This design comes from an exercise in tuning for small area on the open sky130 flow, not from production work. Only simulation tests tie the RTL to the original design; equivalence was not proved. Power figures rest on the tool's default switching activity, not on a simulated workload.

Setup of alpha:
==> flow/design.v <==
package bp_pkg;
   typedef enum logic [1:0] {
      STRONG_NT = 2'b00,
      WEAK_NT   = 2'b01,
      WEAK_T    = 2'b10,
      STRONG_T  = 2'b11
   } counter_t;
   localparam logic [31:0] STAT_MAX = 32'hFFFF_FFFF;
   function automatic counter_t sat_next(counter_t c, logic taken);
      counter_t n;
      n = c;
      case (c)
         bp_pkg::STRONG_NT: n = taken ? bp_pkg::WEAK_NT  : bp_pkg::STRONG_NT;
         bp_pkg::WEAK_NT:   n = taken ? bp_pkg::WEAK_T   : bp_pkg::STRONG_NT;
         bp_pkg::WEAK_T:    n = taken ? bp_pkg::STRONG_T : bp_pkg::WEAK_NT;
         bp_pkg::STRONG_T:  n = taken ? bp_pkg::STRONG_T : bp_pkg::WEAK_T;
         default:   n = bp_pkg::STRONG_NT;
      endcase
      sat_next = n;
   endfunction
endpackage
module bp_counter_table (
   input  logic [1:0] ctr,
   input  logic       hit,
   input  logic       taken,
   output logic [1:0] ctr_next
);
   always_comb begin
      if (hit) ctr_next = bp_pkg::sat_next(bp_pkg::counter_t'(ctr), taken);
      else     ctr_next = taken ? bp_pkg::WEAK_T : bp_pkg::WEAK_NT;
   end
endmodule
module br_predictor_btb
#(
   parameter  int ENTRIES = 16,
   parameter  int HIST_W  = 4,
   localparam int IDX_W   = $clog2(ENTRIES)
) (
   input  logic              CLK,
   input  logic              nRST,
   input  logic [31:0]       lookup_pc,
   output logic              hit,
   output logic              predict,
   output logic [31:0]       pred_target,
   output logic [HIST_W-1:0] pred_hist,
   input  logic              pc_en,
   input  logic              upd_valid,
   input  logic [31:0]       upd_pc,
   input  logic              upd_taken,
   input  logic [31:0]       upd_target,
   input  logic              upd_pred,
   input  logic [HIST_W-1:0] upd_hist,
   output logic [31:0]       br_count,
   output logic [31:0]       mispred_count
);
   localparam int TAG_W = 32 - IDX_W - 2;
   logic [ENTRIES-1:0] valid;
   logic [TAG_W-1:0]   tags    [ENTRIES];
   logic [31:0]        targets [ENTRIES];
   logic [1:0]         ctrs    [ENTRIES];
   logic [IDX_W-1:0]   l_idx, u_idx;
   logic [TAG_W-1:0]   l_tag, u_tag;
   logic [ENTRIES-1:0] l_sel, u_sel;
   logic               upd, upd_hit;
   assign l_idx = lookup_pc[IDX_W+1:2];
   assign l_tag = lookup_pc[31:IDX_W+2];
   assign u_idx = upd_pc[IDX_W+1:2];
   assign u_tag = upd_pc[31:IDX_W+2];
   assign upd   = upd_valid & pc_en;
   always_comb begin
      for (int i = 0; i < ENTRIES; i++) begin
         l_sel[i] = (l_idx == IDX_W'(i));
         u_sel[i] = (u_idx == IDX_W'(i));
      end
   end
   logic             l_valid, l_ctr;
   logic [TAG_W-1:0] l_rtag;
   logic [31:0]      l_rtgt;
   always_comb begin
      l_valid = 1'b0;
      l_ctr   = 1'b0;
      l_rtag  = '0;
      l_rtgt  = '0;
      for (int i = 0; i < ENTRIES; i++) begin
         l_valid = l_valid | (l_sel[i] & valid[i]);
         l_ctr   = l_ctr   | (l_sel[i] & ctrs[i][1]);
         l_rtag  = l_rtag  | ({TAG_W{l_sel[i]}} & tags[i]);
         l_rtgt  = l_rtgt  | ({32{l_sel[i]}} & targets[i]);
      end
   end
   assign hit         = l_valid & (l_rtag == l_tag);
   assign predict     = hit & l_ctr;
   assign pred_target = {32{hit}} & l_rtgt;
   assign pred_hist   = '0;
   logic             u_valid;
   logic [1:0]       u_ctr, u_ctr_next;
   logic [TAG_W-1:0] u_rtag;
   always_comb begin
      u_valid = 1'b0;
      u_ctr   = '0;
      u_rtag  = '0;
      for (int i = 0; i < ENTRIES; i++) begin
         u_valid = u_valid | (u_sel[i] & valid[i]);
         u_ctr   = u_ctr   | ({2{u_sel[i]}} & ctrs[i]);
         u_rtag  = u_rtag  | ({TAG_W{u_sel[i]}} & tags[i]);
      end
   end
   assign upd_hit = u_valid & (u_rtag == u_tag);
   bp_counter_table u_ctr_step (
      .ctr      (u_ctr),
      .hit      (upd_hit),
      .taken    (upd_taken),
      .ctr_next (u_ctr_next)
   );
   logic wr_tgt;
   assign wr_tgt = ~upd_hit | upd_taken;
   always_ff @(posedge CLK) begin
      for (int i = 0; i < ENTRIES; i++) begin
         if (upd && u_sel[i]) begin
            tags[i] <= u_tag;
            ctrs[i] <= u_ctr_next;
            if (wr_tgt) targets[i] <= upd_target;
         end
      end
   end
   always_ff @(posedge CLK or negedge nRST) begin
      if (!nRST)    valid <= '0;
      else if (upd) valid <= valid | u_sel;
   end
   always_ff @(posedge CLK or negedge nRST) begin
      if (!nRST) begin
         br_count      <= '0;
         mispred_count <= '0;
      end else if (upd) begin
         if (br_count != bp_pkg::STAT_MAX) br_count <= br_count + 32'd1;
         if ((upd_pred != upd_taken) && (mispred_count != bp_pkg::STAT_MAX))
            mispred_count <= mispred_count + 32'd1;
      end
   end
endmodule
Settings: LEC_CHECK=0, CAP_MARGIN=10, CORE_MARGIN=2, CORE_UTILIZATION=60, SETUP_SLACK_MARGIN=0.3, SLEW_MARGIN=10; clock period 7.0 ns.
standard.sh (not shown) runs the stock make flow with config.mk's settings and CLKGATE_MAP_FILE= SYNTH_SCRIPT=/design/flow/synth_recipe.tcl, a recipe that flattens the netlist after the stock synthesis.
==> flow/flow/run.sh <==
#!/bin/bash
# Standard layout with the port buffers made of the smallest buffer and
# a clock tree of larger sink clusters without dummy loads.
export BUFFER_PORTS_ARGS="-buffer_cell sky130_fd_sc_hd__buf_1"
export CTS_ARGS="-sink_clustering_enable -repair_clock_nets -sink_clustering_size 22 -sink_clustering_max_diameter 80 -dont_use_dummy_load"
bash standard.sh > standard.log 2>&1
### alpha -> beta
- swapping 60 for 40 in CORE_UTILIZATION
- swapping 10 for 20 in SLEW_MARGIN
- swapping 10 for 20 in CAP_MARGIN
==> flow/run.sh (new file) <==
#!/bin/bash
# synth_recipe.tcl (not shown) runs the flow's synth.tcl, then flattens the netlist and writes it again
# the make line also repeats each setting of config.mk as NAME=value (left out here)
make -C /OpenROAD-flow-scripts/flow DESIGN_CONFIG=/design/flow/config.mk WORK_HOME=/design/flow/orfs CLKGATE_MAP_FILE= SYNTH_SCRIPT=/design/flow/synth_recipe.tcl finish
removed: flow/flow/run.sh
removed: flow/standard.sh
Results
In beta the final worst-path setup slack turned out 0.039 ns lower than in alpha.
Compare beta and alpha | worst slew margin relative to its limit lower: beta
Compared to alpha, beta has reported leakage power 12% higher.
[beta vs alpha] register-to-register slack: lower in beta
beta against alpha: clock group total power shows an increase of about 80%; met2 usage shows a reduction of 17 points; share of cell area taken by multi-input logic gates shows a reduction of 1.7 points; global-route usage shows a reduction of 12 points; detailed-routed wire length on met3 shows a reduction of 870 µm.
In the flow results for beta and alpha, the clock distribution area overhead in the final layout is larger on beta.
beta ends up with a via count of the first global-routing pass that is 873 higher than in alpha.
### beta -> gamma
- SETUP_SLACK_MARGIN now 0.15, was 0.3
- CORE_UTILIZATION now 60, was 40
- SLEW_MARGIN now 0, was 20
- CAP_MARGIN now 0, was 20
==> flow/flow/run.sh (new file) <==
#!/bin/bash
# Standard layout with the port buffers made of the smallest buffer and
# a clock tree of larger sink clusters without dummy loads.
export BUFFER_PORTS_ARGS="-buffer_cell sky130_fd_sc_hd__buf_1"
export CTS_ARGS="-sink_clustering_enable -repair_clock_nets -sink_clustering_size 28 -sink_clustering_max_diameter 80 -dont_use_dummy_load"
bash standard.sh > standard.log 2>&1
==> flow/standard.sh (new file) <==
#!/bin/bash
# synth_recipe.tcl (not shown) runs the flow's synth.tcl, then flattens the netlist and writes it again
# the make line also repeats each setting of config.mk as NAME=value (left out here)
make -C /OpenROAD-flow-scripts/flow DESIGN_CONFIG=/design/flow/config.mk WORK_HOME=/design/flow/orfs CLKGATE_MAP_FILE= SYNTH_SCRIPT=/design/flow/synth_recipe.tcl "${@:-finish}"
removed: flow/run.sh
### Flow results
Looking at net switching power, gamma sits below beta. The clock tree buffer count of the final layout reported for gamma is smaller than that of beta by 62%. gamma vs beta — met2 layer wire length in the routed design dropped by a little under 10%.

afterwards: timing with drivers on the ports:
The flow's constraints put no driver on any port. The routed layouts listed below were extracted and timed again, unchanged, in two steps.
Step 1: set_driving_cell puts a clkbuf_16 on CLK and a buf_2 on each other input, an assumption about the parent block.
Step 2 also shifts input and output timing later by t, the mid clock arrival at the registers, as if the neighbouring blocks saw the same clock.
a / b / c = ideal ports / drivers / drivers and shift; a / b = the first two.
run	t, ns	setup slack, ns	clock arrival spread, ns	worst slew at a driven data input, ns	cell pins on the clock port's net
alpha	0.712	0.287 / 0.264 / 0.264	0.075 / 0.075	0.14	1
beta	0.786	0.249 / 0.226 / 0.226	0.060 / 0.060	0.17	1
gamma	0.708	0.196 / 0.168 / 0.168	0.046 / 0.046	0.13	1
After both steps every run listed still meets setup and hold. For gamma, which loses most, drivers alone change the setup slack by -0.028 ns; drivers and shift together by -0.028 ns.
